Source: an optimization exercise on an open RTL-to-GDS flow (aim: small area). Production flows keep margins and buffers that such runs may drop. The RTL was checked by simulation tests, not by an equivalence proof against the original design.

## run 1
// mtmp_pow_calc
module mtmp_pow_calc (
  input  logic       clk,
  input  logic       rst_n,
  input  logic       in_vld,
  input  logic [9:0] imoy_i_j,
  input  logic [9:0] imoy_ii_jj,
  input  logic [9:0] divisor,
  input  logic [1:0] pow_sel,
  output logic       out_vld,
  output logic [8:0] mtmp,
  output logic       div0
);
Size in the first run: roughly 1,000 cells after synthesis, about 93 flip-flops.
export LEC_CHECK = 0
export CAP_MARGIN = 20
export CORE_MARGIN = 2
export CORE_UTILIZATION = 55
export SLEW_MARGIN = 20
create_clock -name core_clock -period 7.0 [get_ports {clk}]
standard.sh (not shown) runs the stock make flow with config.mk's settings and CLKGATE_MAP_FILE= SYNTH_SCRIPT=/design/flow/synth_recipe.tcl, a recipe that flattens the netlist after the stock synthesis.
==> flow/flow/run.sh <==
#!/bin/bash
# The standard layout, with the port buffers made from the smallest plain buffer cell
# instead of the delay buffer buffer_ports picks by default, and a clock tree with a clkbuf_8
# root and clkbuf_4 leaf buffers, without dummy loads. Everything else is unchanged.
set -euo pipefail
bash standard.sh \
  "BUFFER_PORTS_ARGS=-buffer_cell sky130_fd_sc_hd__buf_1" \
  "CTS_ARGS=-sink_clustering_enable -repair_clock_nets -dont_use_dummy_load -buf_list {sky130_fd_sc_hd__clkbuf_4 sky130_fd_sc_hd__clkbuf_8} -root_buf sky130_fd_sc_hd__clkbuf_8 -sink_clustering_buffer sky130_fd_sc_hd__clkbuf_4 -sink_clustering_size 10" \
  finish > standard.log 2>&1
The final layout from run 1, which completed every stage, passed the timing, design-rule and antenna checks at the end of the flow.
> inputs changed (run 1 -> run 2)
==> flow/flow/run.sh <==
#!/bin/bash
set -euo pipefail
export MTMP_ABC_SCRIPT="$PWD/flow/abc.script"
export MTMP_REF_SYNTH="$PWD/synth_recipe.tcl"
bash standard.sh \
  "SYNTH_SCRIPT=$PWD/flow/synth.tcl" \
  "BUFFER_PORTS_ARGS=-buffer_cell sky130_fd_sc_hd__buf_1" \
  "CTS_ARGS=-sink_clustering_enable -repair_clock_nets -dont_use_dummy_load -buf_list sky130_fd_sc_hd__clkbuf_8 -root_buf sky130_fd_sc_hd__clkbuf_8 -sink_clustering_buffer sky130_fd_sc_hd__clkbuf_8 -sink_clustering_size 10" \
  finish > standard.log 2>&1
==> flow/flow/abc.script (new file) <==
&get -n
&st
&dch
&nf
&put
buffer -c
topo
stime -c
dnsize -c
==> flow/flow/synth.tcl (new file) <==
proc abc {args} {
  set i [lsearch -exact $args -script]
  if {$i >= 0} { lset args [expr {$i + 1}] $::env(MTMP_ABC_SCRIPT) }
  yosys abc {*}$args
}
source $::env(MTMP_REF_SYNTH)
--- outcome ---
Diff run 1 -> run 2 | number of global-route vias before repair | up slightly
Between run 1 and run 2, minimum setup slack in the final design increased.
Run 2 completed end to end with timing, DRC and antenna clean.
Source of the critical timing path: ndv_q_s2[2]$_DFF_P_ -> run 1, imoy_i_j[0] -> run 2
Run 2: met3 routing resource usage after global routing is 0.95 points higher than what run 1 reported.
Input changes introduced in run 3 (baseline for comparison: run 2):
- GPL_ROUTABILITY_DRIVEN newly set to 0
--- a/flow/flow/run.sh
+++ b/flow/flow/run.sh
@@ -1,7 +1,7 @@
 #!/bin/bash
+# The standard layout, with the port buffers made from the smallest plain buffer cell
+# instead of the delay buffer buffer_ports picks by default, and a clock tree of clkbuf_8
+# cells in clusters of at most 10 flip-flops, without dummy loads. Everything else is unchanged.
 set -euo pipefail
-export MTMP_ABC_SCRIPT="$PWD/flow/abc.script"
-export MTMP_REF_SYNTH="$PWD/synth_recipe.tcl"
 bash standard.sh \
-  "SYNTH_SCRIPT=$PWD/flow/synth.tcl" \
   "BUFFER_PORTS_ARGS=-buffer_cell sky130_fd_sc_hd__buf_1" \
removed: flow/flow/abc.script
removed: flow/flow/synth.tcl
- Every stage of the flow completed for run 3, and the final layout passed the timing, design-rule and antenna checks.
- Run 2 ended up with r_q_s1[9]$_DFF_P_ as its capturing element of the worst setup path; run 3 ended up with x_q_s3[0]$_SDFF_PP1_.
- Sequential share of layout area down 0.40 points in run 3 wrt run 2
- Per the comparison of run 3 with run 2, cell area after layout grew by about 2%; tap cell count saw little to no change; final core area utilization shows no meaningful change; global-route total usage across every layer shows a reduction of 1.3 points.
diff inputs: run 3 => run 4
- CORE_UTILIZATION now 65, was 55
- GPL_ROUTABILITY_DRIVEN no longer set, was 0
==> flow/flow/run.sh <==
#!/bin/bash
set -euo pipefail
export MTMP_ABC_SCRIPT="$PWD/flow/abc.script"
export MTMP_REF_SYNTH="$PWD/synth_recipe.tcl"
bash standard.sh \
  "SYNTH_SCRIPT=$PWD/flow/synth.tcl" \
  "BUFFER_PORTS_ARGS=-buffer_cell sky130_fd_sc_hd__buf_1" \
  "CTS_ARGS=-sink_clustering_enable -repair_clock_nets -dont_use_dummy_load -buf_list sky130_fd_sc_hd__clkbuf_8 -root_buf sky130_fd_sc_hd__clkbuf_8 -sink_clustering_buffer sky130_fd_sc_hd__clkbuf_8 -sink_clustering_size 10" \
  finish > standard.log 2>&1
==> flow/flow/abc.script (new file) <==
&get -n
&st
&dch
&nf
&put
buffer -c
topo
stime -c
dnsize -c
==> flow/flow/synth.tcl (new file) <==
proc abc {args} {
  set i [lsearch -exact $args -script]
  if {$i >= 0} { lset args [expr {$i + 1}] $::env(MTMP_ABC_SCRIPT) }
  yosys abc {*}$args
}
source $::env(MTMP_REF_SYNTH)
## What came out
The number of different library cells in the post-synthesis netlist in run 4 sits 26% below the value recorded for run 3.
Compared with run 3, run 4 instantiates a smaller number of standard cells.
Compared with run 3, run 4 shows a lower worst hold slack.
Summary of run 4 over run 3: sequential share of layout area climbed 0.60 points; non-clock buffer count dropped 2.9%; routed wire length climbed about 5%; synthesized area per cell barely changed; adder-cell share of the synthesized area climbed 1.2 points.
In the reports for run 4 and run 3, the larger via count belongs to run 4.
Edits applied to the flow inputs when going from run 4 to run 5:
- a change of CORE_UTILIZATION from 65 to 55
- an added GPL_TIMING_DRIVEN of 0
--- a/flow/flow/run.sh
+++ b/flow/flow/run.sh
@@ -1,7 +1,7 @@
 #!/bin/bash
+# The standard layout, with the port buffers made from the smallest plain buffer cell
+# instead of the delay buffer buffer_ports picks by default, and a clock tree of clkbuf_8
+# cells in clusters of at most 10 flip-flops, without dummy loads. Everything else is unchanged.
 set -euo pipefail
-export MTMP_ABC_SCRIPT="$PWD/flow/abc.script"
-export MTMP_REF_SYNTH="$PWD/synth_recipe.tcl"
 bash standard.sh \
-  "SYNTH_SCRIPT=$PWD/flow/synth.tcl" \
   "BUFFER_PORTS_ARGS=-buffer_cell sky130_fd_sc_hd__buf_1" \
removed: flow/flow/abc.script
removed: flow/flow/synth.tcl
Findings:
Relative to run 4, the number of global-route vias before repair measured on run 5 has increased by a few percent.
Relative to run 4, worst slew margin relative to its limit has increased by 2.9 points in run 5.
Between run 5 and run 4, met3 routed wirelength is higher for run 4, run 5 comes in under that.
Of the two values seen for launching element of the worst setup path, ndv_q_s1[2]$_DFF_P_ was produced by run 4 and ndv_q_s2[6]$_DFF_P_ by run 5.
The final layout net count number comes out lower for run 4 vs run 5.
Run 5: PASS, flow complete, no timing, DRC or antenna violations
Setup changes, run 5 to run 6
- a deleted GPL_TIMING_DRIVEN that had been 0
- a change of CORE_UTILIZATION from 55 to 70
==> run notes <==
Run 6 reports its startpoint of the most critical setup path as ndv_q_s2[2]$_DFF_P_ while run 5 reports ndv_q_s2[6]$_DFF_P_. Diff run 5 -> run 6: cell count of the worst reg-to-reg path now sits lower, number of standard-cell rows in the floorplan now sits lower, met2 usage now sits higher, post-route cell area now sits lower. Run 6: done, clean on timing, DRC and antenna.

Another version of the RTL of mtmp_pow_calc (not shown whole).
Size: about 1200 cells after synthesis, about 110 flip-flops, roughly 46 I/O pins.
clock: 7.0 ns
lec_check: 0
cap_margin: 20
core_margin: 2
core_utilization: 40
slew_margin: 20
run.sh (not shown) runs the stock make flow with config.mk's settings and CLKGATE_MAP_FILE= SYNTH_SCRIPT=/design/flow/synth_recipe.tcl, a recipe that flattens the netlist after the stock synthesis.
Stock flow here: none of the scripts above is used.
The baseline went through all stages and came out clean.
==> next run, changes <==
==> flow/flow/run.sh (new file) <==
#!/bin/bash
# The standard layout, with the port buffers made from the smallest plain buffer cell
# instead of the delay buffer buffer_ports picks by default. Everything else is unchanged.
set -euo pipefail
bash standard.sh "BUFFER_PORTS_ARGS=-buffer_cell sky130_fd_sc_hd__buf_1" finish > standard.log 2>&1
==> flow/standard.sh (new file) <==
#!/bin/bash
# synth_recipe.tcl (not shown) runs the flow's synth.tcl, then flattens the netlist and writes it again
# the make line also repeats each setting of config.mk as NAME=value (left out here)
make -C /OpenROAD-flow-scripts/flow DESIGN_CONFIG=/design/flow/config.mk WORK_HOME=/design/flow/orfs CLKGATE_MAP_FILE= SYNTH_SCRIPT=/design/flow/synth_recipe.tcl "${@:-finish}"
removed: flow/run.sh
The new run went through all stages and came out clean.
Global-route usage hardly moves.
Critical path depth went down by 5.
Maximum frequency went up by about 0.43%.
Via count went up by 0.99%.
Worst hold slack degrades by 0.0056 ns.
Flip-flop and latch count is unchanged.
Count of clock-buffer cells in the layout does not change.

run A:
mtmp_pow_calc with an RTL version that a note above also has.
Size in the first run: ~93 flip-flops, ~46 I/O pins.
Settings: LEC_CHECK=0, CAP_MARGIN=20, CORE_MARGIN=2, CORE_UTILIZATION=65, SLEW_MARGIN=20; clock period 7.0 ns.
standard.sh (not shown) runs the stock make flow with config.mk's settings and CLKGATE_MAP_FILE= SYNTH_SCRIPT=/design/flow/synth_recipe.tcl, a recipe that flattens the netlist after the stock synthesis.
==> flow/flow/run.sh <==
#!/bin/bash
set -euo pipefail
export MTMP_ABC_SCRIPT="$PWD/flow/abc.script"
export MTMP_REF_SYNTH="$PWD/synth_recipe.tcl"
bash standard.sh \
  "SYNTH_SCRIPT=$PWD/flow/synth.tcl" \
  "BUFFER_PORTS_ARGS=-buffer_cell sky130_fd_sc_hd__buf_1" \
  "CTS_ARGS=-sink_clustering_enable -repair_clock_nets -dont_use_dummy_load -buf_list sky130_fd_sc_hd__clkbuf_8 -root_buf sky130_fd_sc_hd__clkbuf_8 -sink_clustering_buffer sky130_fd_sc_hd__clkbuf_8 -sink_clustering_size 10" \
  finish > standard.log 2>&1
==> flow/flow/abc.script <==
&get -n
&st
&dch
&nf
&put
buffer -c
topo
stime -c
dnsize -c
==> flow/flow/synth.tcl <==
proc abc {args} {
  set i [lsearch -exact $args -script]
  if {$i >= 0} { lset args [expr {$i + 1}] $::env(MTMP_ABC_SCRIPT) }
  yosys abc {*}$args
}
source $::env(MTMP_REF_SYNTH)
> inputs changed (run A -> run B)
==> flow/flow/abc.script <==
strash
dch
map -a
topo
stime -c
buffer -c
dnsize -c
diff --git a/flow/config.mk b/flow/config.mk
--- a/flow/config.mk
+++ b/flow/config.mk
@@ -8,4 +8,4 @@
 export CAP_MARGIN = 20
 export CORE_MARGIN = 2
-export CORE_UTILIZATION = 65
+export CORE_UTILIZATION = 55
 export SLEW_MARGIN = 20
--- outcome ---
- Run B reached the end of the flow, and the finished layout is clean on the timing, design-rule and antenna checks.
- Looking at number of non-clock buffers in the layout, run B sits above run A.
- Synthesized cell count sits higher in run B than in run A.
- Number of fill cells (run B over run A): increase, 359
- Run A vs run B, cell at the slowest stage of the critical path: fa_1 vs a2111o_1
- Compare run B and run A | fraction of area in multi-input gates lower: run B
- Run B ends up with lower clock transition time at the flip-flop clock pins of the worst setup and hold paths than run A does.
- All-layer global routing usage, run B and run A, higher one = run A.
- Diff run A -> run B | multiplexer area fraction after synthesis | decrease of 5.2 points
--- input diff run B..run C ---
==> flow/flow/abc.script <==
&get -n
&st
&dch
&nf
&put
topo
stime -c
## What came out
Share of the yosys chip area belonging to registers across run C and run B: no real change.
Of run C and run B, it is run C that has the lower signed area change from the synthesized netlist to the final layout.
Run C and run B ended up with nearly the same first-pass GRT wire length.
What run D does differently from run C at the input level:
==> flow/flow/abc.script <==
&get -n
&st
&dch
&nf
&put
buffer -c
topo
stime -c
upsize -c
dnsize -c
==> comparison <==
Die span in y: lower on run C. Of the two values seen for slowest cell on the critical path, a221o_2 was produced by run C and mux2_2 by run D. The met3 track utilization from global routing of run C and that of run D are within noise of each other. From run C to run D the numbers moved as follows: cell row count increased by about 2.2% relative to the old numbers; final cell count increased by 5 relative to the old numbers; final critical delay including setup and external delays increased by 0.015 ns relative to the old numbers; post-cts sizing count increased by 3 relative to the old numbers. Run D against run C: total routed wirelength shrank by 0.33%, area after synthesis increased 2.3%. Against run C, final area in run D rose slightly. Compared with run C, run D shows a lower largest net degree at the start of global routing. NOTE: total length of routed met2 wires in run D falls short of that of run C.

separate check: timing with driven ports:
The results above use ideal ports. As a check the final layouts listed here were re-extracted and re-timed, cells and wires unchanged.
Step 1: set_driving_cell puts a clkbuf_16 on clk and a buf_2 on each other input, an assumption about the parent block.
Step 2, shift: input delay + t, output delay - t, t = (earliest + latest rising clock arrival at the registers) / 2. This alone moves slack from input paths to output paths.
a / b / c = ideal ports / drivers / drivers and shift; a / b = the first two.
run | shift t [ns] | slack for setup (ns) | worst setup path after step 2 | worst register clock-pin slew, ns
run 1 | 0.407 | 0.358 / 0.358 / 0.163 | input to register | 0.10 / 0.10
run 2 | 0.400 | 0.443 / 0.457 / 0.056 | input to register | 0.09 / 0.09
run 3 | 0.407 | 0.358 / 0.358 / 0.163 | input to register | 0.10 / 0.10
run 4 | 0.396 | 0.241 / 0.241 / -0.052 | input to register | 0.10 / 0.10
run 5 | 0.405 | 0.245 / 0.245 / 0.107 | input to register | 0.10 / 0.10
run 6 | 0.401 | 0.264 / 0.264 / 0.048 | input to register | 0.10 / 0.10
the first run of note 2 | 0.407 | 0.439 / 0.459 / 0.052 | input to register | 0.09 / 0.09
the second run of note 2 | 0.404 | 0.467 / 0.467 / 0.102 | input to register | 0.09 / 0.09
run A | 0.396 | 0.241 / 0.241 / -0.052 | input to register | 0.10 / 0.10
run B | 0.393 | 0.509 / 0.509 / 0.323 | input to register | 0.09 / 0.09
run C | 0.413 | 0.289 / 0.311 / -0.102 | input to register | 0.10 / 0.10
run D | 0.398 | 0.275 / 0.275 / -0.045 | input to register | 0.09 / 0.09
With both steps, setup timing fails in run 4, run A, run C and run D, where it was met with ideal ports. The setup slack of run C, which loses most, moves by +0.022 ns with the drivers and by -0.391 ns with both steps.
